Source: an optimization exercise on an open RTL-to-GDS flow (aim: small area and a short achievable clock period). Production flows keep margins and buffers that such runs may drop.
The RTL was checked by simulation tests, not by an equivalence proof against the original design.
No activity file was given, so power comes from the tool's default toggle rates.

==> cedar <==
==> flow/design.v <==
module btb_top (
    input  logic        CLK,
    input  logic        RST,
    input  logic        lookup_en,
    input  logic [31:0] lookup_pc,
    output logic        pred_hit,
    output logic        pred_taken,
    output logic [31:0] pred_target,
    input  logic        update_en,
    input  logic [31:0] update_pc,
    input  logic        update_taken,
    input  logic [31:0] update_target,
    input  logic        update_mispredict,
    input  logic        flush_all,
    output logic [15:0] lookup_count,
    output logic [15:0] mispredict_count
);
    branch_target_predictor #(.ENTRIES(16), .CNT_W(2), .STAT_W(16)) u_btb (
        .CLK(CLK),
        .RST(RST),
        .lookup_en(lookup_en),
        .lookup_pc(lookup_pc),
        .pred_hit(pred_hit),
        .pred_taken(pred_taken),
        .pred_target(pred_target),
        .update_en(update_en),
        .update_pc(update_pc),
        .update_taken(update_taken),
        .update_target(update_target),
        .update_mispredict(update_mispredict),
        .flush_all(flush_all),
        .lookup_count(lookup_count),
        .mispredict_count(mispredict_count)
    );
endmodule

module branch_target_predictor #(
    parameter int ENTRIES = 16,
    parameter int CNT_W   = 2,
    parameter int STAT_W  = 32
) (
    input  logic              CLK,
    input  logic              RST,
    input  logic              lookup_en,
    input  logic [31:0]       lookup_pc,
    output logic              pred_hit,
    output logic              pred_taken,
    output logic [31:0]       pred_target,
    input  logic              update_en,
    input  logic [31:0]       update_pc,
    input  logic              update_taken,
    input  logic [31:0]       update_target,
    input  logic              update_mispredict,
    input  logic              flush_all,
    output logic [STAT_W-1:0] lookup_count,
    output logic [STAT_W-1:0] mispredict_count
);
    localparam int IDX_W = $clog2(ENTRIES);
    localparam int TAG_W = 32 - IDX_W - 2;
    localparam logic [CNT_W-1:0] CNT_WEAK = CNT_W'(1) << (CNT_W - 1);
    logic [ENTRIES-1:0] valid;
    logic [TAG_W-1:0]   tags    [ENTRIES];
    logic [31:0]        targets [ENTRIES];
    logic [CNT_W-1:0]   cnts    [ENTRIES];
    logic [IDX_W-1:0] lk_idx;
    logic [TAG_W-1:0] lk_tag;
    logic [IDX_W-1:0] up_idx;
    logic [TAG_W-1:0] up_tag;
    logic             up_hit;
    logic             up_act;
    assign lk_idx = lookup_pc[IDX_W+1:2];
    assign lk_tag = lookup_pc[31:IDX_W+2];
    assign up_idx = update_pc[IDX_W+1:2];
    assign up_tag = update_pc[31:IDX_W+2];
    logic [ENTRIES-1:0] lk_dec;
    logic [31:0]        rd_target;
    logic               rd_cnt;
    always_comb begin
        pred_hit  = 1'b0;
        rd_cnt    = 1'b0;
        rd_target = '0;
        for (int i = 0; i < ENTRIES; i++) begin
            lk_dec[i] = (lk_idx == IDX_W'(i));
            pred_hit  = pred_hit | (lk_dec[i] && valid[i] && (tags[i] == lk_tag));
            rd_cnt    = rd_cnt | (lk_dec[i] & cnts[i][CNT_W-1]);
            rd_target = rd_target | ({32{lk_dec[i]}} & targets[i]);
        end
        pred_taken  = pred_hit & rd_cnt;
        pred_target = {32{pred_hit}} & rd_target;
    end
    logic [TAG_W-1:0] up_rd_tag;
    logic             up_rd_valid;
    always_comb begin
        up_rd_tag   = '0;
        up_rd_valid = 1'b0;
        for (int i = 0; i < ENTRIES; i++) begin
            up_rd_tag   = up_rd_tag   | ({TAG_W{up_idx == IDX_W'(i)}} & tags[i]);
            up_rd_valid = up_rd_valid | ((up_idx == IDX_W'(i)) & valid[i]);
        end
    end
    assign up_hit = up_rd_valid && (up_rd_tag == up_tag);
    assign up_act = update_en && !flush_all;
    always_ff @(posedge CLK or posedge RST) begin
        if (RST)
            valid <= '0;
        else if (flush_all)
            valid <= '0;
        else if (update_en && update_taken)
            valid[up_idx] <= 1'b1;
    end
    always_ff @(posedge CLK) begin
        if (up_act && update_taken) begin
            tags[up_idx]    <= up_tag;
            targets[up_idx] <= update_target;
        end
    end
    logic [CNT_W-1:0] up_cnt;
    logic [CNT_W-1:0] up_cnt_nxt;
    logic             up_cnt_we;
    always_comb begin
        up_cnt = '0;
        for (int i = 0; i < ENTRIES; i++)
            up_cnt = up_cnt | ({CNT_W{up_idx == IDX_W'(i)}} & cnts[i]);
        up_cnt_we  = up_act && (up_hit || update_taken);
        up_cnt_nxt = up_cnt;
        if (!up_hit)
            up_cnt_nxt = CNT_WEAK;
        else if (update_taken) begin
            if (up_cnt != '1)
                up_cnt_nxt = up_cnt + CNT_W'(1);
        end else if (up_cnt != '0)
            up_cnt_nxt = up_cnt - CNT_W'(1);
    end
    always_ff @(posedge CLK) begin
        if (up_cnt_we)
            cnts[up_idx] <= up_cnt_nxt;
    end
    always_ff @(posedge CLK or posedge RST) begin
        if (RST) begin
            lookup_count     <= '0;
            mispredict_count <= '0;
        end else begin
            if (lookup_en && (lookup_count != '1))
                lookup_count <= lookup_count + STAT_W'(1);
            if (update_en && update_mispredict && (mispredict_count != '1))
                mispredict_count <= mispredict_count + STAT_W'(1);
        end
    end
endmodule
==> flow/flow/run.sh <==
#!/bin/bash
bash standard.sh MATCH_CELL_FOOTPRINT=0 'CTS_ARGS=-sink_clustering_enable -repair_clock_nets -sink_clustering_size 12 -sink_clustering_max_diameter 60 -buf_list sky130_fd_sc_hd__clkbuf_8 -dont_use_dummy_load' 'BUFFER_PORTS_ARGS=-buffer_cell sky130_fd_sc_hd__buf_1' 'GLOBAL_PLACEMENT_ARGS=-timing_driven_net_weight_max 10 -timing_driven_nets_percentage 30' finish > standard.log 2>&1
==> flow/standard.sh <==
#!/bin/bash
# synth_recipe.tcl (not shown) runs the flow's synth.tcl, then flattens the netlist and writes it again
# the make line also repeats each setting of config.mk as NAME=value (left out here)
make -C /OpenROAD-flow-scripts/flow DESIGN_CONFIG=/design/flow/config.mk WORK_HOME=/design/flow/orfs CLKGATE_MAP_FILE= SYNTH_SCRIPT=/design/flow/synth_recipe.tcl "${@:-finish}"
==> flow/config.mk <==
export PLATFORM = sky130hd
export DESIGN_NAME = btb_top
export DESIGN_NICKNAME = btb_top
export VERILOG_FILES = /design/flow/design.v
export SDC_FILE = /design/flow/constraint.sdc
export NUM_CORES = 4
export LEC_CHECK = 0
export CAP_MARGIN = 20
export CORE_MARGIN = 2
export CORE_UTILIZATION = 55
export GPL_ROUTABILITY_DRIVEN = 0
export SETUP_SLACK_MARGIN = 2.0
export SLEW_MARGIN = 20
==> flow/constraint.sdc <==
create_clock -name core_clock -period 7.0 [get_ports {CLK}]
set_input_delay 1.4000 -clock core_clock [delete_from_list [all_inputs] [get_ports {CLK}]]
set_output_delay 1.4000 -clock core_clock [all_outputs]
set_load 0.01 [all_outputs]
==> inputs of sierra, as changes to cedar <==
==> flow/flow/run.sh (replaced) <==
#!/bin/bash
bash standard.sh MATCH_CELL_FOOTPRINT=0 'CTS_ARGS=-sink_clustering_enable -repair_clock_nets -sink_clustering_size 16 -sink_clustering_max_diameter 80 -buf_list sky130_fd_sc_hd__clkbuf_8 -dont_use_dummy_load' 'BUFFER_PORTS_ARGS=-buffer_cell sky130_fd_sc_hd__buf_1' finish > standard.log 2>&1
--- a/flow/config.mk
+++ b/flow/config.mk
@@ -9,5 +9,4 @@
 export CORE_MARGIN = 2
 export CORE_UTILIZATION = 55
-export GPL_ROUTABILITY_DRIVEN = 0
-export SETUP_SLACK_MARGIN = 2.0
+export SETUP_SLACK_MARGIN = 0.5
 export SLEW_MARGIN = 20
==> summary.txt <==
Between sierra and cedar, the lower worst hold slack is in cedar (gap 0.0090 ns). Against sierra, the maximum frequency of cedar is larger by 13%. Of cedar and sierra, cedar has the higher power (gap 4.4%, measured against sierra). Of cedar and sierra, cedar has the higher global-route usage (gap 1.1 points). Of cedar and sierra, cedar has the higher combinational power (gap about 8%, measured against sierra).
==> figures <==
| quantity | sierra | cedar |
|---|---|---|
| RSZ-0062 raised after global routing | false | true |
| N_diodes | 4 | 6 |
| Fraction of the cycle the final worst path needs | 87.5% | 77.2% |
| Outcome | timing/DRC/antenna clean | timing/DRC/antenna clean |
| Slew at the pin closest to its max-slew limit | 1.30 ns | 1.26 ns |
| Num CTS Buffers | 74 | 97 |
| Total routing usage reported by global routing | 39.0% | 40.1% |
| Met2 demand-to-capacity share in global routing | 60.1% | 59.2% |
| Skew final | 0.0662 ns | 0.0537 ns |
| R2r startpoint | u_btb.tags[7][9] | u_btb.tags[3][11] |
| Hold Startpoint | u_btb.mispredict_count[10] | u_btb.mispredict_count[3] |

========
==> zinc: inputs <==
// btb_top: RTL as listed in full above, without the edits since
Settings: LEC_CHECK=0, CAP_MARGIN=20, CORE_MARGIN=2, CORE_UTILIZATION=55, SETUP_SLACK_MARGIN=1.5, SLEW_MARGIN=20; clock period 7.0 ns.
standard.sh (not shown) runs the stock make flow with config.mk's settings and CLKGATE_MAP_FILE= SYNTH_SCRIPT=/design/flow/synth_recipe.tcl, a recipe that flattens the netlist after the stock synthesis.
==> flow/flow/run.sh <==
#!/bin/bash
bash standard.sh MATCH_CELL_FOOTPRINT=0 'CTS_ARGS=-sink_clustering_enable -repair_clock_nets -sink_clustering_size 16 -sink_clustering_max_diameter 80 -buf_list sky130_fd_sc_hd__clkbuf_8 -dont_use_dummy_load' 'BUFFER_PORTS_ARGS=-buffer_cell sky130_fd_sc_hd__buf_1' finish > standard.log 2>&1
==> inputs of juniper, as changes to zinc <==
==> flow/flow/run.sh (replaced) <==
#!/bin/bash
F=$(cd "$(dirname "$0")" && pwd)
bash standard.sh MATCH_CELL_FOOTPRINT=0 'CTS_ARGS=-sink_clustering_enable -repair_clock_nets -sink_clustering_size 16 -sink_clustering_max_diameter 80 -buf_list sky130_fd_sc_hd__clkbuf_8 -dont_use_dummy_load' 'BUFFER_PORTS_ARGS=-buffer_cell sky130_fd_sc_hd__buf_1' PRE_IO_PLACEMENT_TCL=$F/pins.tcl finish > standard.log 2>&1
==> flow/flow/pins.tcl (new file) <==
# Lookup pins go to the middle third of each edge, closest to the core's centre.
set die [[ord::get_db_block] getDieArea]
set w [expr {[$die xMax] / 1000.0}]
set h [expr {[$die yMax] / 1000.0}]
set xa [expr {$w / 3.0}]
set xb [expr {2.0 * $w / 3.0}]
set ya [expr {$h / 3.0}]
set yb [expr {2.0 * $h / 3.0}]
proc names {pfx lo hi} {
  set r {}
  for {set i $lo} {$i <= $hi} {incr i} { lappend r "$pfx\[$i\]" }
  return $r
}
set_io_pin_constraint -pin_names [names lookup_pc 2 16] -region left:$ya-$yb
set_io_pin_constraint -pin_names [names lookup_pc 17 31] -region bottom:$xa-$xb
set_io_pin_constraint -pin_names [concat [names pred_target 0 15] pred_hit] -region right:$ya-$yb
set_io_pin_constraint -pin_names [concat [names pred_target 16 31] pred_taken] -region top:$xa-$xb
--- a/flow/config.mk
+++ b/flow/config.mk
@@ -8,5 +8,5 @@
 export CAP_MARGIN = 20
 export CORE_MARGIN = 2
 export CORE_UTILIZATION = 55
-export SETUP_SLACK_MARGIN = 1.5
+export SETUP_SLACK_MARGIN = 2.0
 export SLEW_MARGIN = 20
==> inputs of violet, as changes to zinc <==
--- a/flow/config.mk
+++ b/flow/config.mk
@@ -7,6 +7,6 @@
 export LEC_CHECK = 0
 export CAP_MARGIN = 20
 export CORE_MARGIN = 2
-export CORE_UTILIZATION = 55
-export SETUP_SLACK_MARGIN = 1.5
+export CORE_UTILIZATION = 45
+export SETUP_SLACK_MARGIN = 2.0
 export SLEW_MARGIN = 20
==> results.toml <==
[outcome]
status = "complete, no violations"

[sta]
rsz0062_at_grt = "true"

[placed_design]
placed_cells = 4236
dpl-instance-area_um2 = 46170

[critical_path]
critPathMaxFanout = 12
r2r_end = "u_btb.cnts[12][0]"

[pwr]
p_int_mw = 7.971
seqPwrFrac = 0.629

[floorplan]
die-area_um2 = 98490
row_count = 113

[routing]
dr.pass1.iters = 7
met1_length_um = 66080

[finish]
clk_share = 0.02098
buffer_area_frac = 0.05407
[end of results for violet]
==> results.toml <==
[outcome]
status = "complete, no violations"

[routing]
met1_length_um = 58960
dr.pass1.iters = 7

[synthesis]
synth-compound-area-share = 0.1149

[pwr]
p_int_mw = 7.927
seqPwrFrac = 0.639

[finish]
buffer_area_frac = 0.03867

[floorplan]
die-area_um2 = 80800
row_count = 102

[placed_design]
dpl-instance-area_um2 = 45550
placed_cells = 3984

[critical_path]
r2r_end = "u_btb.cnts[11][0]"

[sta]
rsz0062_at_grt = "false"
[end of results for zinc]
==> results.toml <==
[placed_design]
placed_cells = 4006
dpl-instance-area_um2 = 45750

[routing]
dr.pass1.iters = 10

[finish]
buffer_area_frac = 0.05495
clk_share = 0.02092

[pwr]
seqPwrFrac = 0.632

[floorplan]
row_count = 102
die-area_um2 = 80800

[outcome]
status = "complete, no violations"
[end of results for juniper]

-- what the ideal ports hide --
The results above use ideal ports. As a check the final layouts listed here were re-extracted and re-timed, cells and wires unchanged.
Step 1 sets driving cells, clkbuf_16 on the clock port and buf_2 on the other inputs (assumed; they add their load-dependent delay and slew).
Step 2, shift: input delay + t, output delay - t, t = (earliest + latest rising clock arrival at the registers) / 2. This alone moves slack from input paths to output paths.
Three values: ideal, step 1, step 2; two values: the first two.
run | t (ns) | setup WS [ns] | hold slack, ns | latest minus earliest clock arrival (ns) | worst slew at a driven data input, ns
cedar | 0.790 | 1.597 / 1.556 / 1.315 | 0.493 / 0.493 / 0.493 | 0.080 / 0.080 | 0.12
sierra | 0.766 | 0.877 / 0.788 / 0.788 | 0.502 / 0.502 / 0.502 | 0.093 / 0.093 | 0.10
zinc | 0.764 | 1.391 / 1.366 / 0.863 | 0.502 / 0.502 / 0.502 | 0.084 / 0.084 | 0.11
juniper | 0.762 | 1.349 / 1.308 / 1.250 | 0.497 / 0.497 / 0.497 | 0.099 / 0.099 | 0.30
violet | 0.797 | 1.459 / 1.342 / 1.129 | 0.503 / 0.503 / 0.503 | 0.086 / 0.085 | 0.21
After both steps setup and hold are still met in every run listed. For zinc, which loses most, drivers alone change the setup slack by -0.025 ns; drivers and shift together by -0.528 ns.
